From an optimization exercise on the open Yosys and OpenROAD flow, aimed at small area, a short achievable clock period and few clock cycles; shortcuts taken in it are not production practice. At most, simulation tests tie the RTL to the original design; equivalence was not proved. For runs 1 and 5 to 8, only the layout was checked, not whether the RTL still works.

## flow/design.v (module list and top-level ports; edited modules follow where they fit)
// module conv_mac: 1973 lines
// module conv_fa: 7 lines
// module conv_top: 107 lines
module conv_top #(
  parameter int IMG_BITS = 6
) (
  input  logic                  clk,
  input  logic                  reset,
  input  logic                  ready,
  input  logic signed [19:0]    idata,
  output logic                  busy,
  output logic [2*IMG_BITS-1:0] iaddr,
  output logic                  cwr,
  output logic [2*IMG_BITS-1:0] caddr_wr,
  output logic signed [19:0]    cdata_wr
);
  // ...
==> flow/flow/run.sh <==
#!/bin/bash
# The standard layout, with post-cts and post-route timing repair aiming
# for setup slack well above what the 13.5 ns clock needs, so that the
# resizer also shortens paths the clock alone would leave slow.
set -euo pipefail
bash standard.sh SETUP_SLACK_MARGIN=9.6 finish > standard_make.log 2>&1
==> flow/standard.sh <==
#!/bin/bash
# synth_recipe.tcl (not shown) runs the flow's synth.tcl, then flattens the netlist and writes it again
# the make line also repeats each setting of config.mk as NAME=value (left out here)
make -C /OpenROAD-flow-scripts/flow DESIGN_CONFIG=/design/flow/config.mk WORK_HOME=/design/flow/orfs CLKGATE_MAP_FILE= SYNTH_SCRIPT=/design/flow/synth_recipe.tcl "${@:-finish}"
==> flow/config.mk <==
export PLATFORM = sky130hd
export DESIGN_NAME = conv_top
export DESIGN_NICKNAME = conv_top
export VERILOG_FILES = /design/flow/design.v
export SDC_FILE = /design/flow/constraint.sdc
export NUM_CORES = 4
export LEC_CHECK = 0
export CAP_MARGIN = 20
export CORE_MARGIN = 2
export CORE_UTILIZATION = 40
export SLEW_MARGIN = 20
export SYNTH_HIERARCHICAL = 1
export SYNTH_MINIMUM_KEEP_SIZE = 0
==> flow/constraint.sdc <==
create_clock -name core_clock -period 13.5 [get_ports {clk}]
set_input_delay 2.7000 -clock core_clock [delete_from_list [all_inputs] [get_ports {clk}]]
set_output_delay 2.7000 -clock core_clock [all_outputs]
set_load 0.01 [all_outputs]
==> flow_metrics.env, run 1 <==
export IMPL_status="complete, no violations"
export IMPL_synth_area_per_cell_um2=14.5
export IMPL_critPathBufInv=2
export IMPL_cts_root_buf="clkbuf_16"
export IMPL_seq_share=0.348
export IMPL_hold_buffers=0
export IMPL_hp_class="reg -> reg"
export IMPL_largest_register="sr"
export IMPL_synth_simple_area_share=0.0401
export IMPL_layout_nets=3727
export IMPL_clock_skew_ps=37.3
export IMPL_relSlewSlack=0.283
export IMPL_clkCellAreaFrac=0.0622
export IMPL_synthDistinctLibCells=68
export IMPL_dp_hpwl_um=92200
export IMPL_clkTransAtPathRegs_ps=60
export IMPL_drt_drc_violations_left=0
export IMPL_grt_use_met3=0.0457
export IMPL_first_iter_violations=1491
export IMPL_fin_ws_ps=9390
export IMPL_max_freq_ghz=0.243
export IMPL_cts_sinks=722
export IMPL_yosysWarnings=9
export IMPL_portBuffers=67
export IMPL_top_usage_layer="met2"
export IMPL_crit_required_ps=10800
export IMPL_row_count=111
export IMPL_clk_latency_ps=650
export IMPL_dominant_cells="multi-input combinational cells"
export IMPL_hold_start="sr[15][13]"
export IMPL_htree_levels=3
export IMPL_end_kind="output port"
export IMPL_grt_pass1_vias=22393
export IMPL_setup_tns_ps=0
==> run 2: changes to the inputs <==
--- a/flow/design.v
+++ b/flow/design.v
@@ -1961,21 +1961,19 @@
   conv_fa u_s1637 (.a(s1565), .b(c1564), .c(~q33_3), .s(s1637), .co(c1638));
   wire s1639, c1640;
   conv_fa u_s1639 (.a(s1567), .b(c1566), .c(~q34_2), .s(s1639), .co(c1640));
   wire s1641, c1642;
   conv_fa u_s1641 (.a(s1569), .b(c1568), .c(~q35_3), .s(s1641), .co(c1642));
   wire [35:0] ra = {s1641, s1639, s1637, s1635, s1633, s1631, s1629, s1627, s1625, s1623, s1621, s1619, s1617, s1615, s1613, s1611, s1609, s1607, s1605, s1603, s1601, s1599, s1597, s1595, s1593, s1591, s1589, s1587, s1585, s1583, s1581, s1579, s1577, ~s1575, ~s1573, s1571};
   wire [35:0] rb = {c1640, c1638, c1636, c1634, c1632, c1630, c1628, c1626, c1624, c1622, c1620, c1618, c1616, c1614, c1612, c1610, c1608, c1606, c1604, c1602, c1600, c1598, c1596, c1594, c1592, c1590, c1588, c1586, c1584, c1582, c1580, c1578, ~c1576, c1574, c1572, ~q0_3};
   wire [35:0] s = ra + rb;
-  logic [19:0] sum_q;
   always_ff @(posedge clk) begin
-    sum_q <= s[35:16];
+    res <= s[35] ? 20'd0 : s[35:16];
   end
-  assign res = sum_q[19] ? 20'd0 : sum_q;
 endmodule
 module conv_fa (
   input  logic a, b, c,
   output logic s, co
 );
   assign s  = a ^ b ^ c;
   assign co = (a & b) | (a & c) | (b & c);
 endmodule
==> flow/flow/run.sh (replaced) <==
#!/bin/bash
# The standard layout, with post-cts and post-route timing repair aiming
# for setup slack well above what the 13.5 ns clock needs, so that the
# resizer also shortens paths the clock alone would leave slow; and a clock
# tree of smaller buffers without dummy balancing loads.
set -euo pipefail
bash standard.sh SETUP_SLACK_MARGIN=9.6 \
  'CTS_ARGS=-sink_clustering_enable -repair_clock_nets -dont_use_dummy_load -buf_list {sky130_fd_sc_hd__clkbuf_4 sky130_fd_sc_hd__clkbuf_8}' \
  finish > standard_make.log 2>&1
==> run 2 against run 1 <==
Compared with the run above: global-route usage decreased by 0.49 points; setup slack improved by 36 ps; clock skew up 76 ps; core utilization down 1.4 points; critical path type unchanged.
==> flow_metrics.env, run 2 <==
export IMPL_grt_pass1_wl_um=162000
export IMPL_dp_hpwl_um=90000
export IMPL_critical_path_endpoint="iaddr[7]"
export IMPL_pre_cts_ws_ps=9020
export IMPL_crit_required_ps=10800
export IMPL_grt_max_degree=28
export IMPL_clock_skew_ps=114
export IMPL_clkTransAtPathRegs_ps=70
export IMPL_grt_use_total=0.249
export IMPL_crit_family="flip-flops"
export IMPL_final_util=0.456
export IMPL_setup_tns_ps=0
export IMPL_cts_max_path_buffers=3
export IMPL_layout_nets=3742
export IMPL_fin_ws_ps=9430
export IMPL_synth_edf_count=0
export IMPL_end_kind="output port"
export IMPL_vias=20487
export IMPL_die_y_um=308
export IMPL_row_count=111
export IMPL_cp_cell_sequence="buf_6"
export IMPL_fin_crit_sh=0.302
export IMPL_maxCapViolations=0
export IMPL_place_inst=3815
export IMPL_synth_area_per_cell_um2=14.6
export IMPL_hp_class="reg -> reg"
export IMPL_synth_top_flop_cell="dfxtp_1"
export IMPL_cts_tree="yes"
export IMPL_clk_latency_ps=780
export IMPL_grt_pass1_vias=22506
export IMPL_ioPinCount=69
export IMPL_cts_buffers=118
export IMPL_cp_num_cells=1
export IMPL_wl_per_cell_um=28.8
export IMPL_start_util=0.404
export IMPL_ys_top_cells_by_count="788 x fa_1, 686 x dfxtp_1, 261 x inv_1"
export IMPL_cpPeakStageDelay_ps=560
export IMPL_critPathBufInv=1
export IMPL_relSlewSlack=0.358
export IMPL_stdcell_count=3980
export IMPL_crit_type="reg -> out"
export IMPL_final_common_cell="fa_1"
export IMPL_hold_buffers=0
export IMPL_period_minus_slack_ps=4070
export IMPL_place_gp_congestion=0.994
export IMPL_portBuffers=67
export IMPL_tightest_slew_ps=961
export IMPL_yosys_top_cells_area="fa_1 43%, dfxtp_1 37%, ha_1 4.6%"
export IMPL_antenna_found_initial=7
export IMPL_layout_drive_gt1_share=0.159
export IMPL_cts_sinks=721
export IMPL_netlist_area_mm2=0.0370
export IMPL_synth_seq_area_share=0.395
export IMPL_drt_pass1_iter_count=5
export IMPL_drt_drc_violations_left=0
export IMPL_core_area_mm2=0.0917
export IMPL_crit_fanout=2
export IMPL_hold_violations=0
export IMPL_routed_wl_um=115000
export IMPL_reg_largest_list="sr x460, u_mac.pa0 x22, u_mac.pa2 x22"
export IMPL_rsz0062_at_grt="yes"
export IMPL_postRouteAntennaNets=0
export IMPL_synthDistinctLibCells=81
export IMPL_max_freq_ghz=0.245
export IMPL_ys_ff_latch=721
export IMPL_first_iter_violations=1466
export IMPL_r2r_cells=6
export IMPL_critPathLaunch="arow[1]"
export IMPL_start_kind="flip-flop"
export IMPL_cts_root_buf="clkbuf_8"
export IMPL_async_flop_share=0.0485
export IMPL_htree_levels=3
export IMPL_dieArea_mm2=0.0951
export IMPL_viasPerCell=5.15
export IMPL_synthToLayoutAreaGrowth_pct=12.9
export IMPL_dieWidth_um=308
export IMPL_synth_top_area_cell="fa_1"
export IMPL_grt_ovfl_total=0
export IMPL_cp_arrival_ps=1370
export IMPL_synthCells=2540
export IMPL_regToRegSetupSlack_ps=9640
export IMPL_layout_common_cells="782 x fa_1, 549 x dfxtp_1, 261 x inv_1"
export IMPL_synth_top_cell_area_share=0.426
export IMPL_r2r_end="u_mac.q12_0"
export IMPL_finalSetupViolations=0
export IMPL_critPathSlowestCell="dfstp_2"
export IMPL_largest_register="sr"
export IMPL_finalMaxSlewViolations=0
export IMPL_largest_reg_flops=460
export IMPL_r2r_start="u_mac.pa1[2]"
export IMPL_synth_most_common_cell="fa_1"
export IMPL_syn_num_nets=3487
export IMPL_yosysWarnings=9
export IMPL_status="complete, no violations"
==> run 2: cell types whose count changed after synthesis, sizes merged, moves of 4 or more <==
| cell | change |
|---|---|
| inv | -5 |
| a21boi | -4 |
| nor2b | -15 |
| o21ai | -4 |
| nand4 | -7 |
| or3 | +6 |
| a21oi | -16 |
| a211oi | -6 |
| and2 | -4 |
| nor2 | +18 |
| o21bai | +6 |
==> run 2: kinds of logic after synthesis <==
kind of cell               after synthesis  share of synthesized area
AOI/OAI and AO/OA                      237                     0.0423
buffers and inverters                  277                     0.0291
xor gates and xnor gates                81                     0.0197
and+or+nand+nor                        291                     0.0402
adders and majority gates              924                      0.472
DFF                                    721                      0.395
other                                    1                   0.000101
muxes                                    8                    0.00236
==> run 2: metal layers <==
metal | global-route usage | up-vias | share of wire
met3 | 0.0494 | 187 | 0.071
met1 | 0.339 | 10949 | 0.42
met5 | 0 | - | 0
met2 | 0.396 | 855 | 0.47
met4 | 0.0918 | 0 | 0.039
li1 | - | 8496 | -
==> run 2: layout make-up <==
class / count / area, um2
well taps: 1186 / 1480
repair buffers: 151 / 1330
multi-input cells: 1542 / 21400
clock buffers: 118 / 1620
diodes: 1 / 2.50
inverters: 261 / 980
flip-flops and latches: 721 / 15000
fillers: 8095 / 49800
==> run 2: stage by stage <==
step                area (um2)  hold WS [ps]
floorplan                37000           310
global placement         39400           310
detailed placement       39400           312
CTS                      41400           260
global route             41800           256
finish                   41800           254
==> run 2: repair_timing <==
| action | 4_1_cts | 5_1_grt |
|---|---|---|
| endpoints found under the hold margin | 0 | 0 |
| setup endpoints to repair | 133 | 85 |
| resized for setup | 381 | 81 |
| pin swaps | 1 | 14 |
| setup buffers | 26 | 20 |
==> run 2: worst min path at each step <==
stage,from,to,slack [ps],cells past startpoint
after floorplan,sr[9][0],sr[10][0],310,0
after global placement,sr[9][1],sr[10][1],310,0
after detailed placement,sr[15][0],sr[16][0],310,0
after CTS,sr[18][14],sr[19][14],260,0
after global routing,sr[18][14],sr[19][14],260,0
final,sr[18][14],sr[19][14],250,0
==> run 2: worst reg2reg max path: cells and delay by family (launching register included) <==
family	cells	cell delay (ps)
fa+ha+maj	6	3160
flops	1	520
==> run 2: per-module statistics from Yosys (local to each module, per instance) <==
module | cells inside | area [um2]
conv_top | 682 | 11300
conv_mac | 1073 | 10100
conv_fa | 1 | 20.0
Testbench counts of run 2, summed over its fixed seeds: cycles 41,712.
==> module conv_top, before the edit <==
module conv_top #(
  parameter int IMG_BITS = 6
) (
  input  logic                  clk,
  input  logic                  reset,
  input  logic                  ready,
  input  logic signed [19:0]    idata,
  output logic                  busy,
  output logic [2*IMG_BITS-1:0] iaddr,
  output logic                  cwr,
  output logic [2*IMG_BITS-1:0] caddr_wr,
  output logic signed [19:0]    cdata_wr
);
typedef logic signed [19:0] pixel_t;
localparam int STRIP_ROWS = 8;
  localparam int L  = STRIP_ROWS + 2;   
  localparam int SR = 2 * L + 3;
  logic       rd_act;    
  logic       rd_first;  
  logic [3:0] ri;        
  logic [6:0] rx;        
  logic [5:0] arow;      
  logic       start;
  logic       col_end;
  logic       pad;
  assign start   = ready && !busy;
  assign col_end = (ri == 4'(L - 1));
  assign pad     = rx[6] || (ri == 4'd0 && arow == 6'd63) || (col_end && arow == 6'd0);
  assign iaddr   = {arow, rx[5:0]};
  always_ff @(posedge clk or posedge reset) begin
    if (reset) begin
      rd_act   <= 1'b0;
      rd_first <= 1'b1;
      ri       <= '0;
      rx       <= 7'd64;
      arow     <= 6'd63 - 6'(STRIP_ROWS);
    end else begin
      if (start) rd_act <= 1'b1;
      if (rd_act) begin
        if (!col_end) begin
          ri   <= ri + 1'b1;
          arow <= arow + 1'b1;
        end else begin
          ri <= '0;
          if (!rx[6]) begin
            rx   <= rx + 1'b1;
            arow <= arow - 6'(L - 1);
          end else if (!rd_first && arow == 6'd0) begin
            rd_act   <= 1'b0;
            rd_first <= 1'b1;
            arow     <= arow - 6'(L - 1);
          end else begin
            rx       <= '0;
            arow     <= arow - 6'(L - 1) + 6'(STRIP_ROWS);
            rd_first <= 1'b0;
          end
        end
      end
    end
  end
  logic rd_valid;
  assign rd_valid = rd_act && !rd_first && (ri >= 4'd2) && (rx != 7'd0);
  pixel_t sr [SR];
  always_ff @(posedge clk) begin
    sr[0] <= pad ? '0 : idata;
    for (int i = 1; i < SR; i++) sr[i] <= sr[i-1];
  end
  logic [20*SR-1:0] srv;
  always_comb for (int i = 0; i < SR; i++) srv[20*i +: 20] = sr[i];
  conv_mac u_mac (
    .clk(clk),
    .srv(srv),
    .res(cdata_wr)
  );
  logic v1, v2;
  logic last_wr;
  assign last_wr = cwr && (caddr_wr == '1);
  always_ff @(posedge clk or posedge reset) begin
    if (reset) begin
      v1       <= 1'b0;
      v2       <= 1'b0;
      cwr      <= 1'b0;
      caddr_wr <= '0;
      busy     <= 1'b0;
    end else begin
      v1  <= rd_valid;
      v2  <= v1;
      cwr <= v2;
      if (start) begin
        busy <= 1'b1;
      end else if (last_wr) begin
        busy <= 1'b0;
      end
      if (cwr) begin
        if (caddr_wr[8:6] != 3'd7) begin
          caddr_wr[11:6] <= caddr_wr[11:6] + 1'b1;
        end else if (caddr_wr[5:0] != 6'd63) begin
          caddr_wr[11:6] <= caddr_wr[11:6] - 6'd7;
          caddr_wr[5:0]  <= caddr_wr[5:0] + 1'b1;
        end else begin
          caddr_wr[11:6] <= caddr_wr[11:6] + 1'b1;
          caddr_wr[5:0]  <= '0;
        end
      end
    end
  end
endmodule
==> run 3: changes to the inputs <==
--- a/flow/design.v
+++ b/flow/design.v
@@ -2013,7 +2013,7 @@
       rd_first <= 1'b1;
       ri       <= '0;
       rx       <= 7'd64;
-      arow     <= 6'd63 - 6'(STRIP_ROWS);
+      arow     <= '0;
     end else begin
       if (start) rd_act <= 1'b1;
       if (rd_act) begin
@@ -2028,10 +2028,9 @@
           end else if (!rd_first && arow == 6'd0) begin
             rd_act   <= 1'b0;
             rd_first <= 1'b1;
-            arow     <= arow - 6'(L - 1);
           end else begin
             rx       <= '0;
-            arow     <= arow - 6'(L - 1) + 6'(STRIP_ROWS);
+            arow     <= rd_first ? 6'd63 : arow - 6'(L - 1) + 6'(STRIP_ROWS);
             rd_first <= 1'b0;
           end
         end
==> run 3 against run 2 <==
Compared with the run above: synthesized cell count rose by 0.67%; maximum frequency increased by 1.0%; final cell count increased by 2.3%; sequential share of layout area decreased by 0.30 points; critical path type unchanged; highest routed layer is now met5.
==> flow_metrics.env, run 3 <==
export IMPL_dieWidth_um=309
export IMPL_setup_tns_ps=0
export IMPL_end_kind="output port"
export IMPL_top_usage_layer="met2"
export IMPL_crit_fanout=4
export IMPL_first_iter_violations=1461
export IMPL_fin_crit_sh=0.299
export IMPL_tightest_slew_ps=1040
export IMPL_grt_pass1_wl_um=170000
export IMPL_yosysWarnings=9
export IMPL_netlist_area_mm2=0.0372
export IMPL_synth_top_flop_cell="dfxtp_1"
export IMPL_hold_buffers=0
export IMPL_async_flop_share=0.0485
export IMPL_viasPerCell=5.10
export IMPL_cts_max_path_buffers=3
export IMPL_start_kind="flip-flop"
export IMPL_clock_skew_ps=101
export IMPL_syn_num_nets=3504
export IMPL_crit_family="flip-flops"
export IMPL_regToRegSetupSlack_ps=9620
export IMPL_final_common_cell="fa_1"
export IMPL_cpPeakStageDelay_ps=430
export IMPL_antenna_found_initial=6
export IMPL_hold_violations=0
export IMPL_htree_levels=3
export IMPL_synth_top_cell_area_share=0.424
export IMPL_relSlewSlack=0.305
export IMPL_ys_top_cells_by_count="788 x fa_1, 686 x dfxtp_1, 257 x inv_1"
export IMPL_max_freq_ghz=0.248
export IMPL_period_minus_slack_ps=4030
export IMPL_yosys_top_cells_area="fa_1 42%, dfxtp_1 37%, ha_1 4.6%"
export IMPL_vias=20762
export IMPL_critPathBufInv=1
export IMPL_cp_cell_sequence="buf_6"
export IMPL_cp_arrival_ps=1330
export IMPL_r2r_cells=7
export IMPL_hp_class="reg -> reg"
export IMPL_gr_usage_met1=0.354
export IMPL_wl_per_cell_um=29.8
export IMPL_synth_top_area_cell="fa_1"
export IMPL_drt_pass1_iter_count=4
export IMPL_layout_nets=3774
export IMPL_layout_drive_gt1_share=0.166
export IMPL_synth_most_common_cell="fa_1"
export IMPL_seqCellArea_mm2=0.0150
export IMPL_maxCapViolations=0
export IMPL_routed_wl_um=121000
export IMPL_crit_required_ps=10800
export IMPL_postRouteAntennaNets=0
export IMPL_cts_tree="yes"
export IMPL_status="complete, no violations"
export IMPL_synth_edf_count=0
export IMPL_synth_area_per_cell_um2=14.5
export IMPL_start_util=0.404
export IMPL_place_gp_congestion=1.00
export IMPL_finalSetupViolations=0
export IMPL_clk_latency_ps=770
export IMPL_largest_reg_flops=460
export IMPL_critPathSlowestCell="dfrtp_2"
export IMPL_largest_register="sr"
export IMPL_crit_type="reg -> out"
export IMPL_grt_use_met3=0.0490
export IMPL_use_met2=0.424
export IMPL_min_to="sr[17][15]"
export IMPL_r2r_start="u_mac.pa1[10]"
export IMPL_cts_root_buf="clkbuf_8"
export IMPL_critPathLaunch="caddr_wr[0]"
export IMPL_die_y_um=309
export IMPL_clkTransAtPathRegs_ps=50
export IMPL_r2r_end="u_mac.q20_1"
export IMPL_ys_ff_latch=721
export IMPL_synthCells=2557
export IMPL_fill_cells=8208
export IMPL_reg_largest_list="sr x460, u_mac.pa0 x22, u_mac.pa2 x22"
export IMPL_grt_ovfl_total=0
export IMPL_synthToLayoutAreaGrowth_pct=13.7
export IMPL_portBuffers=67
export IMPL_cts_buffers=116
export IMPL_hold_start="sr[16][15]"
export IMPL_synthDistinctLibCells=91
export IMPL_row_count=111
export IMPL_grt_use_total=0.261
export IMPL_ioPinCount=69
export IMPL_synth_seq_area_share=0.393
export IMPL_layout_common_cells="786 x fa_1, 542 x dfxtp_1, 257 x inv_1"
export IMPL_dieArea_mm2=0.0954
export IMPL_rsz0062_at_grt="yes"
export IMPL_finalMaxSlewViolations=0
export IMPL_holdPathStages=0
export IMPL_core_area_mm2=0.0919
export IMPL_final_util=0.460
export IMPL_drt_drc_violations_left=0
export IMPL_cts_sinks=721
export IMPL_dp_hpwl_um=95600
export IMPL_grt_max_degree=36
export IMPL_multiInputGateArea_mm2=0.0216
export IMPL_grt_pass1_vias=23174
[run 3: timing repair]
action / 4_1_cts / 5_1_grt
pin swaps: 3 / 8
setup endpoints to repair: 134 / 68
buffers inserted: 39 / 33
gates resized for setup: 394 / 82
[run 3: metal layers]
layer / part of all wire / routed length, um
met1: 0.44 / 52700
met2: 0.47 / 57000
met3: 0.058 / 7050
met4: 0.036 / 4310
met5: 0.00021 / 26
[run 3: modules after synthesis (local to each module, per instance)]
module | flops+latches | area [um2]
conv_top | 495 | 11400
conv_fa | 0 | 20.0
conv_mac | 226 | 10100
[run 3: layout make-up]
| cell class | instances | share of cell area |
|---|---|---|
| diodes | 4 | 0.000237 |
| clock buffers | 116 | 0.0378 |
| inverters | 257 | 0.0228 |
| multi-input cells | 1558 | 0.510 |
| flip-flops and latches | 721 | 0.355 |
| well taps | 1243 | 0.0368 |
| repair buffers | 173 | 0.0375 |
[run 3: cells by family after synthesis]
group                    count (synthesis)  synth area share
AO/OA/AOI/OAI                          242            0.0441
XOR/XNOR                                76            0.0184
adder cells (fa/ha/maj)                925             0.470
buffers and inverters                  278            0.0291
flip-flops                             721             0.393
multiplexers                             8           0.00232
other                                    1          0.000101
AND/OR/NAND/NOR                        306            0.0424
[run 3: how the worst max path moves through the flow]
stage                  end  slack (ps)  cells past startpoint
6_report       caddr_wr[0]        9470                      1
5_1_grt          iaddr[10]        9410                      1
4_1_cts        caddr_wr[0]        9380                      1
3_5_place_dp   u_mac.q23_1        9000                      6
3_3_place_gp   u_mac.q18_0        8970                      6
2_1_floorplan  u_mac.q13_0        9820                      6
[run 3: metrics by stage]
stage	instances	setup slack (ps)	hold slack [ps]	instance area [um2]
2_1_floorplan	2557	9820	310	37200
5_1_grt	4069	9410	266	42300
3_5_place_dp	3880	9000	312	39600
6_report	4072	9470	259	42300
4_1_cts	4035	9380	258	41700
3_3_place_gp	3880	8970	310	39500
Testbench counts of run 3, summed over its fixed seeds: cycles 41,712.
==> run 4: changes to the inputs <==
--- a/flow/flow/run.sh
+++ b/flow/flow/run.sh
@@ -5,5 +5,5 @@
 # tree of smaller buffers without dummy balancing loads.
 set -euo pipefail
 bash standard.sh SETUP_SLACK_MARGIN=9.6 \
-  'CTS_ARGS=-sink_clustering_enable -repair_clock_nets -dont_use_dummy_load -buf_list {sky130_fd_sc_hd__clkbuf_4 sky130_fd_sc_hd__clkbuf_8}' \
+  'CTS_ARGS=-sink_clustering_enable -repair_clock_nets -dont_use_dummy_load -buf_list {sky130_fd_sc_hd__clkbuf_16}' \
   finish > standard_make.log 2>&1
==> run 4 against run 3 <==
Compared with the run above: critical path depth stayed put; synthesized cell count stayed put; sequential share of layout area is 0.14 points lower; setup slack better by 140 ps; register-to-register slack hardly changed; via count is 0.92% lower; maximum frequency is 3.6% higher; largest cell class unchanged.
==> flow_metrics.env, run 4 <==
export IMPL_antenna_cells=0
export IMPL_dp_hpwl_um=95600
export IMPL_crit_fanout=4
export IMPL_synth_top_area_cell="fa_1"
export IMPL_dieArea_mm2=0.0954
export IMPL_layout_drive_gt1_share=0.141
export IMPL_rsz0062_at_grt="yes"
export IMPL_maxCapViolations=0
export IMPL_dr_wl_met2_um=57700
export IMPL_cp_cell_sequence="buf_6"
export IMPL_synth_seq_area_share=0.393
export IMPL_drt_drc_violations_left=0
export IMPL_synth_area_per_cell_um2=14.5
export IMPL_end_kind="output port"
export IMPL_hold_buffers=0
export IMPL_cts_root_buf="clkbuf_16"
export IMPL_synthToLayoutAreaGrowth_pct=14.0
export IMPL_cts_max_path_buffers=3
export IMPL_layout_common_cells="787 x fa_1, 552 x dfxtp_1, 257 x inv_1"
export IMPL_row_count=111
export IMPL_async_flop_share=0.0485
export IMPL_critPathSlowestCell="dfrtp_2"
export IMPL_critPathBufInv=1
export IMPL_first_iter_violations=1455
export IMPL_vias=20572
export IMPL_grt_pass1_vias=22766
export IMPL_crit_required_ps=10800
export IMPL_synth_top_flop_cell="dfxtp_1"
export IMPL_synthCells=2557
export IMPL_syn_num_nets=3504
export IMPL_clk_latency_ps=630
export IMPL_ys_ff_latch=721
export IMPL_fin_ws_ps=9610
export IMPL_portBuffers=67
export IMPL_yosys_top_cells_area="fa_1 42%, dfxtp_1 37%, ha_1 4.6%"
export IMPL_cp_arrival_ps=1190
export IMPL_grt_pass1_wl_um=169000
export IMPL_antenna_found_initial=3
export IMPL_setup_tns_ps=0
export IMPL_finalMaxSlewViolations=0
export IMPL_wl_met3_um=6600
export IMPL_drt_pass1_iter_count=6
export IMPL_final_common_cell="fa_1"
export IMPL_ioPinCount=69
export IMPL_r2r_cells=6
export IMPL_grt_ovfl_total=0
export IMPL_cts_sinks=721
export IMPL_fin_crit_sh=0.288
export IMPL_place_gp_congestion=1.00
export IMPL_hp_class="reg -> reg"
export IMPL_clkTransAtPathRegs_ps=60
export IMPL_highest_layer="met5"
export IMPL_dieWidth_um=309
export IMPL_synth_most_common_cell="fa_1"
export IMPL_synthDistinctLibCells=91
export IMPL_largest_register="sr"
export IMPL_wl_per_cell_um=29.9
export IMPL_postRouteAntennaNets=0
export IMPL_period_minus_slack_ps=3890
export IMPL_status="complete, no violations"
export IMPL_crit_type="reg -> out"
export IMPL_yosysWarnings=9
export IMPL_start_util=0.404
export IMPL_htree_levels=3
export IMPL_synth_top_cell_area_share=0.424
export IMPL_routed_wl_um=120000
export IMPL_viasPerCell=5.12
export IMPL_grt_max_degree=36
export IMPL_largest_reg_flops=460
export IMPL_die_y_um=309
export IMPL_layout_nets=3725
export IMPL_clock_skew_ps=52.2
export IMPL_start_kind="flip-flop"
export IMPL_netlist_area_mm2=0.0372
export IMPL_max_freq_ghz=0.257
export IMPL_cpPeakStageDelay_ps=430
export IMPL_relSlewSlack=0.334
export IMPL_synth_edf_count=0
export IMPL_ys_top_cells_by_count="788 x fa_1, 686 x dfxtp_1, 257 x inv_1"
export IMPL_reg_largest_list="sr x460, u_mac.pa0 x22, u_mac.pa2 x22"
export IMPL_pre_cts_ws_ps=9000
export IMPL_cts_tree="yes"
export IMPL_grt_use_total=0.259
export IMPL_tightest_slew_ps=997
export IMPL_met1Wirelength_um=52400
export IMPL_hold_violations=0
export IMPL_holdPathStages=0
export IMPL_cts_buffers=76
export IMPL_core_area_mm2=0.0919
export IMPL_crit_family="flip-flops"
export IMPL_cp_num_cells=1
export IMPL_finalSetupViolations=0
==> run 4: what timing repair did <==
action	4_1_cts	5_1_grt
resized for setup	317	83
endpoints found under the hold margin	0	0
pin swaps	3	5
gates cloned	0	0
setup buffers	26	37
setup endpoints to repair	134	56
==> run 4: layer usage <==
metal	global-route usage	up-vias
met2	0.427	697
li1	-	8530
met5	0	-
met1	0.354	11191
met3	0.0432	152
met4	0.0754	2
==> run 4: modules after synthesis, one instance, submodules excluded <==
module,times used,area (um2),flip-flops and latches,cells inside
conv_fa,785,20.0,0,1
conv_top,1,11400,495,699
conv_mac,1,10100,226,1073
==> run 4: cells by family after synthesis <==
kind of cell	count (synthesis)	share of synthesized area
other cells	1	0.000101
flops	721	0.393
compound gates	242	0.0441
xor+xnor	76	0.0184
mux	8	0.00232
simple gates	306	0.0424
buf+inv	278	0.0291
fa+ha+maj	925	0.470
==> run 4: area by class of cell <==
cell class	instances	area, um2
tap	1243	1560
fill	8185	49600
timing repair buffer	164	1440
multi-input combinational	1558	21500
sequential	721	15000
inverter	257	965
clock buffer	76	1900
==> run 4: worst paths after layout <==
kind / startpoint / to / slack [ps]
worst max-delay path: caddr_wr[0] / caddr_wr[0] / 9610
worst min-delay path: sr[17][19] / sr[18][19] / 300
worst max register to register: u_mac.pa2[7] / u_mac.q19_1 / 9630
worst min register to register: sr[17][19] / sr[18][19] / 300
max in group asynchronous: reset / rx[4] / 10640
min in group asynchronous: reset / caddr_wr[4] / 2480
==> run 4: through the flow <==
stage | instance area (um2) | util | hold slack [ps] | cells
6_report | 42400 | 0.461 | 299 | 4019
2_1_floorplan | 37200 | - | 310 | 2557
5_1_grt | 42400 | 0.461 | 304 | 4019
4_1_cts | 41900 | 0.455 | 303 | 3982
3_5_place_dp | 39600 | 0.430 | 312 | 3880
3_3_place_gp | 39500 | 0.430 | 310 | 3880
==> run 5: changes to the inputs <==
--- a/flow/design.v
+++ b/flow/design.v
@@ -2010,29 +2010,30 @@
   always_ff @(posedge clk or posedge reset) begin
     if (reset) begin
       rd_act   <= 1'b0;
+      rd_first <= 1'b0;
+      ri       <= '0;
+      rx       <= '0;
+      arow     <= '0;
+    end else if (start) begin
+      rd_act   <= 1'b1;
       rd_first <= 1'b1;
       ri       <= '0;
       rx       <= 7'd64;
-      arow     <= '0;
-    end else begin
-      if (start) rd_act <= 1'b1;
-      if (rd_act) begin
-        if (!col_end) begin
-          ri   <= ri + 1'b1;
-          arow <= arow + 1'b1;
+      arow     <= 6'd63 - 6'(STRIP_ROWS);
+    end else if (rd_act) begin
+      if (!col_end) begin
+        ri   <= ri + 1'b1;
+        arow <= arow + 1'b1;
+      end else begin
+        ri <= '0;
+        if (!rx[6]) begin
+          rx   <= rx + 1'b1;
+          arow <= arow - 6'(L - 1);
         end else begin
-          ri <= '0;
-          if (!rx[6]) begin
-            rx   <= rx + 1'b1;
-            arow <= arow - 6'(L - 1);
-          end else if (!rd_first && arow == 6'd0) begin
-            rd_act   <= 1'b0;
-            rd_first <= 1'b1;
-          end else begin
-            rx       <= '0;
-            arow     <= rd_first ? 6'd63 : arow - 6'(L - 1) + 6'(STRIP_ROWS);
-            rd_first <= 1'b0;
-          end
+          rx       <= '0;
+          arow     <= arow - 6'(L - 1) + 6'(STRIP_ROWS);
+          rd_first <= 1'b0;
+          if (!rd_first && arow == 6'd0) rd_act <= 1'b0;
         end
       end
     end
@@ -2066,7 +2067,8 @@
       v2  <= v1;
       cwr <= v2;
       if (start) begin
-        busy <= 1'b1;
+        busy     <= 1'b1;
+        caddr_wr <= '0;
       end else if (last_wr) begin
         busy <= 1'b0;
       end
==> flow/flow/run.sh (replaced) <==
#!/bin/bash
# The standard layout, with post-cts and post-route timing repair aiming
# for setup slack well above what the 13.5 ns clock needs, so that the
# resizer also shortens paths the clock alone would leave slow.
set -euo pipefail
bash standard.sh SETUP_SLACK_MARGIN=9 finish > standard_make.log 2>&1
==> run 5 against run 4 <==
Compared with the run above: clock-buffer cell count increased by 23; first-iteration DRC count increased by 2.3%; final cell count shrank 1.3%; die area fell by 0.52%; non-clock buffer count down 33; critical endpoint is now u_mac.q15_1; synthesized cell count is 0.78% lower; largest cell class unchanged.
==> flow_metrics.env, run 5 <==
export IMPL_largest_reg_flops=460
export IMPL_grt_use_total=0.247
export IMPL_period_minus_slack_ps=4430
export IMPL_cp_cell_sequence="fa_1, fa_1, fa_1, fa_1, fa_1, fa_1"
export IMPL_cpPeakStageDelay_ps=1030
export IMPL_hold_start="sr[15][13]"
export IMPL_pre_cts_ws_ps=8440
export IMPL_final_common_cell="fa_1"
export IMPL_status="complete, no violations"
export IMPL_cts_root_buf="clkbuf_16"
export IMPL_wl_per_cell_um=28.6
export IMPL_crit_family="adder cells"
export IMPL_synthDistinctLibCells=72
export IMPL_synth_top_area_cell="fa_1"
export IMPL_relSlewSlack=0.231
export IMPL_hp_class="reg -> reg"
export IMPL_holdPathStages=0
export IMPL_clkTransAtPathRegs_ps=70
export IMPL_crit_type="reg -> reg"
export IMPL_start_kind="flip-flop"
export IMPL_r2r_end="u_mac.q15_1"
export IMPL_place_area_mm2=0.0394
export IMPL_first_iter_violations=1489
export IMPL_netlist_area_mm2=0.0370
export IMPL_postRouteAntennaNets=0
export IMPL_fin_ws_ps=9070
export IMPL_grt_ovfl_total=0
export IMPL_ys_ff_latch=721
export IMPL_yosys_top_cells_area="fa_1 43%, dfxtp_1 37%, ha_1 4.6%"
export IMPL_viasPerCell=5.10
export IMPL_synthToLayoutAreaGrowth_pct=14.3
export IMPL_finalMaxSlewViolations=0
export IMPL_yosysWarnings=9
export IMPL_cts_buffers=76
export IMPL_critPathSlowestCell="dfxtp_1"
export IMPL_grt_max_degree=40
export IMPL_setup_tns_ps=0
export IMPL_r2r_start="u_mac.pa1[13]"
export IMPL_antenna_found_initial=6
export IMPL_r2r_cells=6
export IMPL_layout_drive_gt1_share=0.0831
export IMPL_grt_pass1_wl_um=162000
export IMPL_clock_skew_ps=31.7
export IMPL_crit_required_ps=14050
export IMPL_core_area_mm2=0.0917
export IMPL_cp_arrival_ps=4980
export IMPL_cts_tree="yes"
export IMPL_drt_pass1_iter_count=7
export IMPL_routed_wl_um=113000
export IMPL_crit_fanout=7
export IMPL_min_to="sr[16][13]"
export IMPL_largest_register="sr"
export IMPL_synth_top_cell_area_share=0.427
export IMPL_critPathBufInv=0
export IMPL_max_freq_ghz=0.226
export IMPL_grt_pass1_vias=22673
export IMPL_row_count=111
export IMPL_hold_buffers=0
export IMPL_synth_seq_area_share=0.395
export IMPL_layout_nets=3666
export IMPL_portBuffers=67
export IMPL_synthCells=2537
export IMPL_cts_sinks=721
export IMPL_async_flop_share=0.0485
export IMPL_rsz0062_at_grt="no"
export IMPL_clk_latency_ps=650
export IMPL_synth_area_per_cell_um2=14.6
export IMPL_finalSetupViolations=0
export IMPL_ys_top_cells_by_count="788 x fa_1, 686 x dfxtp_1, 260 x inv_1"
export IMPL_synth_edf_count=0
export IMPL_layout_common_cells="788 x fa_1, 685 x dfxtp_1, 260 x inv_1"
export IMPL_reg_largest_list="sr x460, u_mac.pa0 x22, u_mac.pa2 x22"
export IMPL_regToRegSetupSlack_ps=9070
export IMPL_hold_violations=0
export IMPL_final_util=0.461
export IMPL_synth_top_flop_cell="dfxtp_1"
export IMPL_dieArea_mm2=0.0949
export IMPL_cpMostUsedCell="fa_1"
export IMPL_vias=20234
export IMPL_synth_most_common_cell="fa_1"
export IMPL_final_area_mm2=0.0423
export IMPL_htree_levels=3
export IMPL_cts_max_path_buffers=3
export IMPL_syn_num_nets=3485
export IMPL_end_kind="flip-flop"
export IMPL_start_util=0.403
export IMPL_dieWidth_um=308
export IMPL_ioPinCount=69
export IMPL_drt_drc_violations_left=0
export IMPL_fin_crit_sh=0.328
export IMPL_die_y_um=308
export IMPL_tightest_slew_ps=1150
export IMPL_place_gp_congestion=0.975
export IMPL_maxCapViolations=0
export IMPL_dp_hpwl_um=88300
## run 5: layout make-up
type	count	area, um2
timing repair buffer	131	1150
multi-input combinational	1528	21300
clock inverter	40	596
fill	8053	49400
clock buffer	99	2120
inverter	260	976
antenna	1	2.50
sequential	721	14600
tap	1186	1480
## run 5: through the flow
step | hold slack [ps] | cells
global route | 321 | 3965
detailed placement | 312 | 3824
floorplan | 310 | 2537
global placement | 310 | 3824
finish | 318 | 3966
CTS | 317 | 3963
## run 5: kinds of logic after synthesis
family | share of synthesized area
AOI/OAI and AO/OA | 0.0396
adders and majority gates | 0.473
muxes | 0.00230
xor gates and xnor gates | 0.0175
DFF | 0.395
buffers and inverters | 0.0308
other | 0.000101
and+or+nand+nor | 0.0416
## run 5: how the worst max path moves through the flow
stage / cells past startpoint / slack (ps) / startpoint / endpoint
2_1_floorplan: 15 / 9630 / u_mac.q2_0 / u_mac.res[11]
3_3_place_gp: 4 / 8720 / ready / caddr_wr[0]
3_5_place_dp: 5 / 8440 / ready / caddr_wr[3]
4_1_cts: 1 / 9010 / cwr / cwr
5_1_grt: 16 / 8990 / u_mac.q2_0 / u_mac.res[15]
6_report: 6 / 9070 / u_mac.pa1[13] / u_mac.q15_1
## run 5: what timing repair did
| action | in CTS | in global routing |
|---|---|---|
| resized for setup | 12 | 14 |
| endpoints found under the setup margin | 24 | 24 |
| pin swaps | 2 | 4 |
| setup buffers | 0 | 2 |
## run 5: routing by layer
metal | global-route usage | routed length [um] | share of wire | vias to the layer above
li1 | - | - | - | 8421
met1 | 0.337 | 49100 | 0.43 | 10942
met2 | 0.403 | 54100 | 0.48 | 685
met3 | 0.0376 | 6160 | 0.054 | 186
met4 | 0.0845 | 4140 | 0.036 | 0
met5 | 0 | 0 | 0 | -
## run 5: modules after synthesis (local to each module, per instance)
| module | flops+latches | area [um2] |
|---|---|---|
| conv_fa | 0 | 20.0 |
| conv_mac | 226 | 9680 |
| conv_top | 495 | 11600 |
==> run 6: changes to the inputs <==
==> flow/flow/run.sh (replaced) <==
#!/bin/bash
# The standard layout, with post-cts and post-route timing repair aiming
# for setup slack well above what the 13.5 ns clock needs, so that the
# resizer also shortens paths the clock alone would leave slow.
set -euo pipefail
bash standard.sh SETUP_SLACK_MARGIN=9.6 finish > standard_make.log 2>&1
==> run 6 against run 5 <==
Compared with the run above: critical path type unchanged; area after synthesis unchanged; final cell count is 1.2% higher; setup slack improved by 250 ps; still clean; largest cell class unchanged; critical endpoint is now u_mac.res[12]; critical path depth rose by 10; die area unchanged.
==> flow_metrics.env, run 6 <==
export IMPL_ys_ff_latch=721
export IMPL_synthCells=2537
export IMPL_synth_edf_count=0
export IMPL_synth_top_area_cell="fa_1"
export IMPL_yosysWarnings=9
export IMPL_layout_drive_gt1_share=0.173
export IMPL_hold_start="sr[15][13]"
export IMPL_period_minus_slack_ps=4190
export IMPL_drt_pass1_iter_count=6
export IMPL_hold_buffers=0
export IMPL_use_met2=0.408
export IMPL_finalSetupViolations=0
export IMPL_cts_tree="yes"
export IMPL_synth_top_cell_area_share=0.427
export IMPL_cts_max_path_buffers=3
export IMPL_syn_num_nets=3485
export IMPL_yosys_top_cells_area="fa_1 43%, dfxtp_1 37%, ha_1 4.6%"
export IMPL_portBuffers=67
export IMPL_vias=20570
export IMPL_largest_register="sr"
export IMPL_relSlewSlack=0.533
export IMPL_async_flop_share=0.0485
export IMPL_grt_pass1_wl_um=165000
export IMPL_top_usage_layer="met2"
export IMPL_cts_sinks=721
export IMPL_netlist_area_mm2=0.0370
export IMPL_clkTransAtPathRegs_ps=70
export IMPL_grt_max_degree=40
export IMPL_clock_skew_ps=32.0
export IMPL_end_kind="flip-flop"
export IMPL_rsz0062_at_grt="yes"
export IMPL_synth_top_flop_cell="dfxtp_1"
export IMPL_ys_top_cells_by_count="788 x fa_1, 686 x dfxtp_1, 260 x inv_1"
export IMPL_cts_buffers=76
export IMPL_largest_reg_flops=460
export IMPL_r2r_start="u_mac.q20_1"
export IMPL_crit_fanout=5
export IMPL_cts_root_buf="clkbuf_16"
export IMPL_first_iter_violations=1607
export IMPL_die_y_um=308
export IMPL_place_gp_congestion=0.975
export IMPL_core_area_mm2=0.0917
export IMPL_fin_crit_sh=0.310
export IMPL_cp_arrival_ps=4700
export IMPL_postRouteAntennaNets=0
export IMPL_setup_tns_ps=0
export IMPL_final_common_cell="fa_1"
export IMPL_ioPinCount=69
export IMPL_wl_per_cell_um=28.7
export IMPL_dieWidth_um=308
export IMPL_row_count=111
export IMPL_finalMaxSlewViolations=0
export IMPL_maxCapViolations=0
export IMPL_crit_required_ps=14020
export IMPL_final_util=0.473
export IMPL_fill_cells=7967
export IMPL_fin_ws_ps=9310
export IMPL_grt_ovfl_total=0
export IMPL_htree_levels=3
export IMPL_antenna_found_initial=5
export IMPL_clk_latency_ps=650
export IMPL_crit_type="reg -> reg"
export IMPL_hp_class="reg -> reg"
export IMPL_reg_largest_list="sr x460, u_mac.pa0 x22, u_mac.pa2 x22"
export IMPL_grt_use_met3=0.0387
export IMPL_r2r_end="u_mac.res[12]"
export IMPL_grt_use_total=0.251
export IMPL_synth_area_per_cell_um2=14.6
export IMPL_r2r_cells=16
export IMPL_layout_nets=3715
export IMPL_viasPerCell=5.12
export IMPL_synth_seq_area_share=0.395
export IMPL_synthDistinctLibCells=72
export IMPL_synthToLayoutAreaGrowth_pct=17.3
export IMPL_status="complete, no violations"
export IMPL_gr_usage_met1=0.343
export IMPL_pre_cts_ws_ps=8440
export IMPL_dieArea_mm2=0.0949
export IMPL_layout_common_cells="783 x fa_1, 567 x dfxtp_1, 258 x inv_1"
export IMPL_regToRegSetupSlack_ps=9310
export IMPL_start_util=0.403
export IMPL_hold_violations=0
export IMPL_max_freq_ghz=0.239
export IMPL_drt_drc_violations_left=0
export IMPL_grt_pass1_vias=23098
export IMPL_tightest_slew_ps=698
export IMPL_routed_wl_um=115000
export IMPL_final_area_mm2=0.0434
export IMPL_start_kind="flip-flop"
export IMPL_min_to="sr[16][13]"
export IMPL_dp_hpwl_um=88300
export IMPL_holdPathStages=0
export IMPL_antenna_cells=0
export IMPL_synth_most_common_cell="fa_1"
export IMPL_critPathLaunch="u_mac.q20_1"
export IMPL_place_area_mm2=0.0394
## run 6: cells by family after synthesis
| group | count (synthesis) | synth area share |
|---|---|---|
| AO/OA/AOI/OAI | 225 | 0.0396 |
| XOR/XNOR | 73 | 0.0175 |
| multiplexers | 8 | 0.00230 |
| buffers and inverters | 288 | 0.0308 |
| flip-flops | 721 | 0.395 |
| AND/OR/NAND/NOR | 296 | 0.0416 |
| adder cells (fa/ha/maj) | 925 | 0.473 |
| other | 1 | 0.000101 |
## run 6: final cells by class
class	instances	area, um2	area share
multi-input cells	1528	21600	0.498
flip-flops and latches	721	14900	0.344
clock buffers	99	2120	0.0489
repair buffers	180	1690	0.0389
well taps	1186	1480	0.0342
inverters	260	976	0.0225
clock inverters	40	596	0.0137
## run 6: worst max-delay path, cell delays in order, from the launching register on
cell	delay (ps)
dfxtp_2	330
inv_2	40
fa_1	530
fa_1	460
ha_4	280
a21o_1	160
a21o_1	170
a221oi_4	260
buf_6	160
o22ai_4	90
or4b_4	600
a41o_1	240
a21oi_4	210
xnor2_4	220
buf_6	160
buf_8	120
nor2_1	50
## run 6: worst max-delay path by stage
stage	endpoint	slack, ps	cells after the start
5_1_grt	u_mac.res[12]	9200	16
2_1_floorplan	u_mac.res[11]	9630	15
4_1_cts	u_mac.res[8]	9260	17
3_5_place_dp	caddr_wr[3]	8440	5
3_3_place_gp	caddr_wr[0]	8720	4
6_report	u_mac.res[12]	9310	16
## run 6: through the flow
stage	hold WS (ps)	cells
5_1_grt	321	4014
6_report	315	4014
3_5_place_dp	312	3824
2_1_floorplan	310	2537
4_1_cts	317	4002
3_3_place_gp	310	3824
## run 6: per-module statistics from Yosys, one instance, submodules excluded
| module | copies in the design | cell area, um2 | cells |
|---|---|---|---|
| conv_top | 1 | 11600 | 734 |
| conv_fa | 785 | 20.0 | 1 |
| conv_mac | 1 | 9680 | 1018 |
## run 6: timing repair
action | CTS | global route
cloned | 3 | 0
endpoints found under the setup margin | 142 | 79
setup buffers | 36 | 12
hold endpoints to repair | 0 | 0
pin swaps | 32 | 25
gates resized for setup | 391 | 108
## run 6: per-layer routing
metal / vias up / share of wire
li1: 8517 / -
met1: 11151 / 0.43
met2: 715 / 0.47
met3: 187 / 0.055
met4: 0 / 0.038
met5: - / 0
==> run 7: changes to the inputs <==
==> flow/flow/run.sh (replaced) <==
#!/bin/bash
# The standard layout, with post-cts and post-route timing repair aiming
# for setup slack well above what the 13.5 ns clock needs, so that the
# resizer also shortens paths the clock alone would leave slow.
set -euo pipefail
bash standard.sh SETUP_SLACK_MARGIN=10.2 finish > standard_make.log 2>&1
==> run 7 against run 6 <==
Compared with the run above: still clean; core utilization up 2.3 points; clock-buffer cell count grew 23; via count increased by 3.4%; register-to-register slack improved by 110 ps; critical endpoint is now u_mac.res[6]; synthesized cell count unchanged; setup slack gained 110 ps; non-clock buffer count is 136 higher.
==> flow_metrics.env, run 7 <==
export IMPL_yosys_top_cells_area="fa_1 43%, dfxtp_1 37%, ha_1 4.6%"
export IMPL_place_area_mm2=0.0397
export IMPL_cp_cell_sequence="fa_2, fa_1, ha_4, and3_4, and2_4, a221oi_4, buf_6, o22ai_4, or4b_4, a41o_1, a21oi_4, xnor2_4, clkbuf_16, nor2_1"
export IMPL_hold_violations=0
export IMPL_viasPerCell=5.12
export IMPL_synth_top_cell_area_share=0.427
export IMPL_crit_family="adder cells"
export IMPL_layout_nets=3852
export IMPL_finalSetupViolations=0
export IMPL_clk_latency_ps=650
export IMPL_dieWidth_um=308
export IMPL_antenna_found_initial=2
export IMPL_critPathSlowestCell="fa_1"
export IMPL_place_gp_congestion=0.994
export IMPL_synthToLayoutAreaGrowth_pct=23.0
export IMPL_layout_common_cells="618 x fa_1, 503 x dfxtp_1, 247 x inv_1"
export IMPL_synth_top_flop_cell="dfxtp_1"
export IMPL_final_area_mm2=0.0455
export IMPL_grt_max_degree=36
export IMPL_cpPeakStageDelay_ps=610
export IMPL_synth_area_per_cell_um2=14.6
export IMPL_crit_fanout=8
export IMPL_die_y_um=308
export IMPL_drt_drc_violations_left=0
export IMPL_cp_arrival_ps=4600
export IMPL_synthCells=2537
export IMPL_multiInputGateArea_mm2=0.0220
export IMPL_status="complete, no violations"
export IMPL_portBuffers=67
export IMPL_largest_register="sr"
export IMPL_clkTransAtPathRegs_ps=60
export IMPL_async_flop_share=0.0485
export IMPL_dp_hpwl_um=88700
export IMPL_relSlewSlack=0.455
export IMPL_core_area_mm2=0.0917
export IMPL_dieArea_mm2=0.0949
export IMPL_cts_sinks=721
export IMPL_first_iter_violations=1507
export IMPL_final_common_cell="fa_1"
export IMPL_grt_use_total=0.266
export IMPL_drt_pass1_iter_count=5
export IMPL_crit_type="reg -> reg"
export IMPL_layout_drive_gt1_share=0.291
export IMPL_finalMaxSlewViolations=0
export IMPL_critPathBufInv=2
export IMPL_grt_pass1_wl_um=173000
export IMPL_synth_seq_area_share=0.395
export IMPL_ioPinCount=69
export IMPL_synth_edf_count=0
export IMPL_cts_buffers=77
export IMPL_yosysWarnings=9
export IMPL_grt_ovfl_total=0
export IMPL_maxCapViolations=0
export IMPL_final_util=0.496
export IMPL_vias=21275
export IMPL_hp_class="reg -> reg"
export IMPL_synth_top_area_cell="fa_1"
export IMPL_fin_crit_sh=0.302
export IMPL_setup_tns_ps=0
export IMPL_reg_largest_list="sr x460, u_mac.pa0 x22, u_mac.pa2 x22"
export IMPL_routed_wl_um=122000
export IMPL_wl_per_cell_um=29.4
export IMPL_start_util=0.403
export IMPL_start_kind="flip-flop"
export IMPL_period_minus_slack_ps=4080
export IMPL_fill_cells=7820
export IMPL_netlist_area_mm2=0.0370
export IMPL_postRouteAntennaNets=0
export IMPL_htree_levels=3
export IMPL_cts_root_buf="clkbuf_16"
export IMPL_crit_required_ps=14020
export IMPL_grt_pass1_vias=23712
export IMPL_max_freq_ghz=0.245
export IMPL_hold_buffers=0
export IMPL_cts_tree="yes"
export IMPL_clock_skew_ps=38.9
export IMPL_tightest_slew_ps=815
export IMPL_ys_ff_latch=721
export IMPL_cts_max_path_buffers=3
export IMPL_ys_top_cells_by_count="788 x fa_1, 686 x dfxtp_1, 260 x inv_1"
export IMPL_synth_most_common_cell="fa_1"
export IMPL_end_kind="flip-flop"
export IMPL_rsz0062_at_grt="yes"
export IMPL_synthDistinctLibCells=72
export IMPL_seqCellArea_mm2=0.0152
export IMPL_largest_reg_flops=460
export IMPL_syn_num_nets=3485
export IMPL_row_count=111
## run 7: changes by cell type in the layout (fill, tap and decap cells not counted), moves of 19 or more
cell / delta
fa_2: +165
dfxtp_2: -23
dfxtp_4: +87
buf_6: +19
buf_12: +25
dfxtp_1: -64
buf_4: +107
fa_1: -165
## run 7: cells by family (layout without fill, tap and decap cells)
logic type,count (synthesis),in the layout,synth area share
mux,8,8,0.00230
other cells,1,4,0.000101
xor+xnor,73,73,0.0175
simple gates,296,296,0.0416
fa+ha+maj,925,925,0.473
buf+inv,288,719,0.0308
flops,721,721,0.395
compound gates,225,225,0.0396
## run 7: worst paths after layout
kind | startpoint | end | slack [ps] | depth (start not counted)
min | sr[18][7] | sr[19][7] | 300 | 0
max reg2reg | u_mac.q21_0 | u_mac.res[6] | 9420 | 14
min in group asynchronous | reset | rx[1] | 2570 | 2
max in group asynchronous | reset | caddr_wr[10] | 10440 | 2
min reg2reg | sr[18][7] | sr[19][7] | 300 | 0
max | u_mac.q21_0 | u_mac.res[6] | 9420 | 14
## run 7: cell type report
cell class,instances,share of cell area
Multi-Input combinational cell,1528,0.485
Sequential cell,721,0.335
Timing Repair Buffer,316,0.0664
Clock buffer,122,0.0541
Tap cell,1186,0.0326
Inverter,260,0.0215
Clock inverter,21,0.00567
Antenna cell,3,0.000165
## run 7: per-layer routing
| metal | global-route usage | vias up | part of all wire |
|---|---|---|---|
| met5 | 0 | - | 0 |
| met4 | 0.126 | 0 | 0.057 |
| met3 | 0.0590 | 258 | 0.073 |
| met2 | 0.428 | 777 | 0.47 |
| met1 | 0.342 | 11411 | 0.40 |
| li1 | - | 8829 | - |
## run 7: repair_timing
item	CTS	global route
gates cloned	1	0
resized for setup	459	78
setup endpoints to repair	165	155
buffers inserted	213	29
pin swaps	146	98
## run 7: Yosys stat by module (local to each module, per instance)
module	cells	flip-flops and latches
conv_top	734	495
conv_fa	1	0
conv_mac	1018	226
## run 7: per-stage QoR
step / std cells / worst slack, ps / hold slack (ps)
after global placement: 3768 / 8450 / 310
after detailed placement: 3768 / 8360 / 312
after CTS: 4125 / 9360 / 309
after global routing: 4155 / 9280 / 320
final: 4157 / 9420 / 299
after floorplan: 2537 / 9760 / 309
==> run 8: changes to the inputs <==
==> flow/run.sh (new file) <==
#!/bin/bash
# synth_recipe.tcl (not shown) runs the flow's synth.tcl, then flattens the netlist and writes it again
# the make line also repeats each setting of config.mk as NAME=value (left out here)
make -C /OpenROAD-flow-scripts/flow DESIGN_CONFIG=/design/flow/config.mk WORK_HOME=/design/flow/orfs CLKGATE_MAP_FILE= SYNTH_SCRIPT=/design/flow/synth_recipe.tcl finish
removed: flow/flow/run.sh
removed: flow/standard.sh
==> run 8 against run 7 <==
Compared with the run above: sequential cell count did not move; global-route usage is 1.9 points lower; maximum frequency fell by 13%; non-clock buffer count down 187; die area did not move; setup slack got worse by 620 ps; first-iteration DRC count rose by 2.2%; critical path type unchanged; largest cell class unchanged.
==> flow_metrics.env, run 8 <==
export IMPL_cp_num_cells=15
export IMPL_antenna_found_initial=6
export IMPL_first_iter_violations=1540
export IMPL_seqCellArea_mm2=0.0146
export IMPL_dieArea_mm2=0.0949
export IMPL_syn_num_nets=3485
export IMPL_layout_common_cells="788 x fa_1, 686 x dfxtp_1, 260 x inv_1"
export IMPL_critPathBufInv=3
export IMPL_r2r_end="u_mac.res[10]"
export IMPL_cts_buffers=76
export IMPL_finalMaxSlewViolations=0
export IMPL_grt_pass1_wl_um=162000
export IMPL_ys_ff_latch=721
export IMPL_synth_top_area_cell="fa_1"
export IMPL_yosys_top_cells_area="fa_1 43%, dfxtp_1 37%, ha_1 4.6%"
export IMPL_routed_wl_um=113000
export IMPL_fin_crit_sh=0.348
export IMPL_cts_tree="yes"
export IMPL_portBuffers=67
export IMPL_ys_top_cells_by_count="788 x fa_1, 686 x dfxtp_1, 260 x inv_1"
export IMPL_relSlewSlack=0.234
export IMPL_wl_per_cell_um=28.6
export IMPL_hold_slack_ps=319
export IMPL_rsz0062_at_grt="no"
export IMPL_antenna_cells=0
export IMPL_htree_levels=3
export IMPL_crit_required_ps=14030
export IMPL_clock_skew_ps=30.4
export IMPL_vias=20241
export IMPL_grt_max_degree=40
export IMPL_largest_register="sr"
export IMPL_synth_seq_area_share=0.395
export IMPL_crit_family="compound AO/OA/AOI/OAI gates"
export IMPL_period_minus_slack_ps=4700
export IMPL_yosysWarnings=9
export IMPL_async_flop_share=0.0485
export IMPL_final_common_cell="fa_1"
export IMPL_max_freq_ghz=0.213
export IMPL_synth_most_common_cell="fa_1"
export IMPL_netlist_area_mm2=0.0370
export IMPL_synth_top_flop_cell="dfxtp_1"
export IMPL_start_util=0.403
export IMPL_synth_area_per_cell_um2=14.6
export IMPL_dp_hpwl_um=88300
export IMPL_cpPeakStageDelay_ps=560
export IMPL_clk_latency_ps=650
export IMPL_largest_reg_flops=460
export IMPL_cts_repair_resized=0
export IMPL_dieWidth_um=308
export IMPL_synthDistinctLibCells=72
export IMPL_multiInputGateArea_mm2=0.0212
export IMPL_synth_top_cell_area_share=0.427
export IMPL_status="complete, no violations"
export IMPL_crit_type="reg -> reg"
export IMPL_reg_largest_list="sr x460, u_mac.pa0 x22, u_mac.pa2 x22"
export IMPL_place_gp_congestion=0.975
export IMPL_viasPerCell=5.11
export IMPL_maxCapViolations=0
export IMPL_critPathLaunch="u_mac.q8_1"
export IMPL_layout_nets=3664
export IMPL_layout_drive_gt1_share=0.0749
export IMPL_grt_ovfl_total=0
export IMPL_synth_edf_count=0
export IMPL_cts_sinks=721
export IMPL_clkTransAtPathRegs_ps=70
export IMPL_drt_pass1_iter_count=5
export IMPL_hold_violations=0
export IMPL_die_y_um=308
export IMPL_critical_path_endpoint="u_mac.res[10]"
export IMPL_drt_drc_violations_left=0
export IMPL_finalSetupViolations=0
export IMPL_ioPinCount=69
export IMPL_cts_max_path_buffers=3
export IMPL_grt_pass1_vias=22672
export IMPL_r2r_cells=15
export IMPL_hp_class="reg -> reg"
export IMPL_fill_cells=8067
export IMPL_grt_use_total=0.247
export IMPL_start_kind="flip-flop"
export IMPL_cp_cell_sequence="inv_1, fa_1, fa_1, ha_1, a211oi_1, o21ai_1, a41oi_1, a2111oi_0, buf_4, or4b_4, a41o_1, a21oi_2, xnor2_2, buf_4, nor4_1"
export IMPL_synthToLayoutAreaGrowth_pct=14.0
export IMPL_tightest_slew_ps=1150
export IMPL_postRouteAntennaNets=0
export IMPL_r2r_start="u_mac.q8_1"
export IMPL_row_count=111
export IMPL_cts_root_buf="clkbuf_16"
export IMPL_critPathSlowestCell="or4b_4"
export IMPL_core_area_mm2=0.0917
export IMPL_cts_setup_buffers=0
export IMPL_setup_tns_ps=0
export IMPL_hold_buffers=0
export IMPL_regToRegSetupSlack_ps=8800
export IMPL_cp_arrival_ps=5220
export IMPL_end_kind="flip-flop"
export IMPL_synthCells=2537
export IMPL_crit_fanout=18
## run 8: how the worst min path moves through the flow
stage | from | endpoint | slack, ps | cells past startpoint
after global routing | sr[15][13] | sr[16][13] | 320 | 0
after CTS | sr[2][15] | sr[3][15] | 320 | 0
final | sr[15][13] | sr[16][13] | 320 | 0
after global placement | sr[14][12] | sr[15][12] | 310 | 0
after detailed placement | sr[9][12] | sr[10][12] | 310 | 0
after floorplan | sr[9][0] | sr[10][0] | 310 | 0
## run 8: worst reg2reg max path: stages (launching register included)
cell	delay [ps]
dfxtp_1	310
inv_1	40
fa_1	460
fa_1	510
ha_1	320
a211oi_1	270
o21ai_1	190
a41oi_1	450
a2111oi_0	210
buf_4	220
or4b_4	570
a41o_1	290
a21oi_2	180
xnor2_2	70
buf_4	230
nor4_1	260
## run 8: kinds of logic (layout without fill, tap and decap cells)
family                   count (synthesis)  after routing  share of synthesized area
AND/OR/NAND/NOR                        296            296                     0.0416
multiplexers                             8              8                    0.00230
XOR/XNOR                                73             73                     0.0175
flip-flops                             721            721                      0.395
buffers and inverters                  288            528                     0.0308
adder cells (fa/ha/maj)                925            925                      0.473
other                                    1              1                   0.000101
AO/OA/AOI/OAI                          225            225                     0.0396
## run 8: Yosys stat by module (local to each module, per instance)
| module | area, um2 | flip-flops and latches | cells inside | times used |
|---|---|---|---|---|
| conv_top | 11600 | 495 | 734 | 1 |
| conv_fa | 20.0 | 0 | 1 | 785 |
| conv_mac | 9680 | 226 | 1018 | 1 |
## run 8: metal layers
metal,wire (um),vias up,global-route usage
met5,0,-,0
met4,4040,0,0.0845
met3,6840,181,0.0376
met2,54200,723,0.403
met1,48300,10916,0.337
li1,-,8421,-
## run 8: cell type report
class	instances	share of cell area
clock inverter	40	0.0141
inverter	260	0.0232
timing repair buffer	129	0.0270
multi-input combinational	1528	0.504
sequential	721	0.347
clock buffer	99	0.0503
tap	1186	0.0352
## run 8: through the flow
step | cells | setup slack (ps) | area, um2 | util
after CTS | 3963 | 8720 | 42200 | 0.460
after global routing | 3963 | 8520 | 42200 | 0.460
final | 3963 | 8800 | 42200 | 0.460
after global placement | 3824 | 8720 | 39400 | 0.430
after floorplan | 2537 | 9630 | 37000 | -
after detailed placement | 3824 | 8440 | 39400 | 0.430

## static timing again, ports no longer ideal
The flow's constraints put no driver on any port. The routed layouts listed below were extracted and timed again, unchanged, in two steps.
Step 1, drivers: a clkbuf_16 drives clk and a buf_2 each remaining input, both assumed.
Step 2 moves the port delays by t, midway between the first and last clock arrival at a register: inputs arrive t later, outputs are due t later. That takes back most of the time a late clock gives input paths.
a / b / c = no drivers / after step 1 / after step 2; a / b = the first two.
| run | shift t [ns] | setup slack, ns | pins driven straight from the clock port |
|---|---|---|---|
| run 1 | 0.704 | 9.390 / 9.318 / 9.641 | 1 |
| run 2 | 0.789 | 9.426 / 9.361 / 9.642 | 1 |
| run 3 | 0.784 | 9.467 / 9.401 / 9.621 | 1 |
| run 4 | 0.666 | 9.608 / 9.544 / 9.632 | 1 |
| run 5 | 0.698 | 9.067 / 9.029 / 8.819 | 1 |
| run 6 | 0.699 | 9.314 / 9.314 / 9.307 | 1 |
| run 7 | 0.699 | 9.422 / 9.422 / 9.422 | 1 |
| run 8 | 0.700 | 8.802 / 8.802 / 8.802 | 1 |
After both steps every run listed still meets setup and hold. For run 5, which loses most, drivers alone change the setup slack by -0.038 ns; drivers and shift together by -0.248 ns.
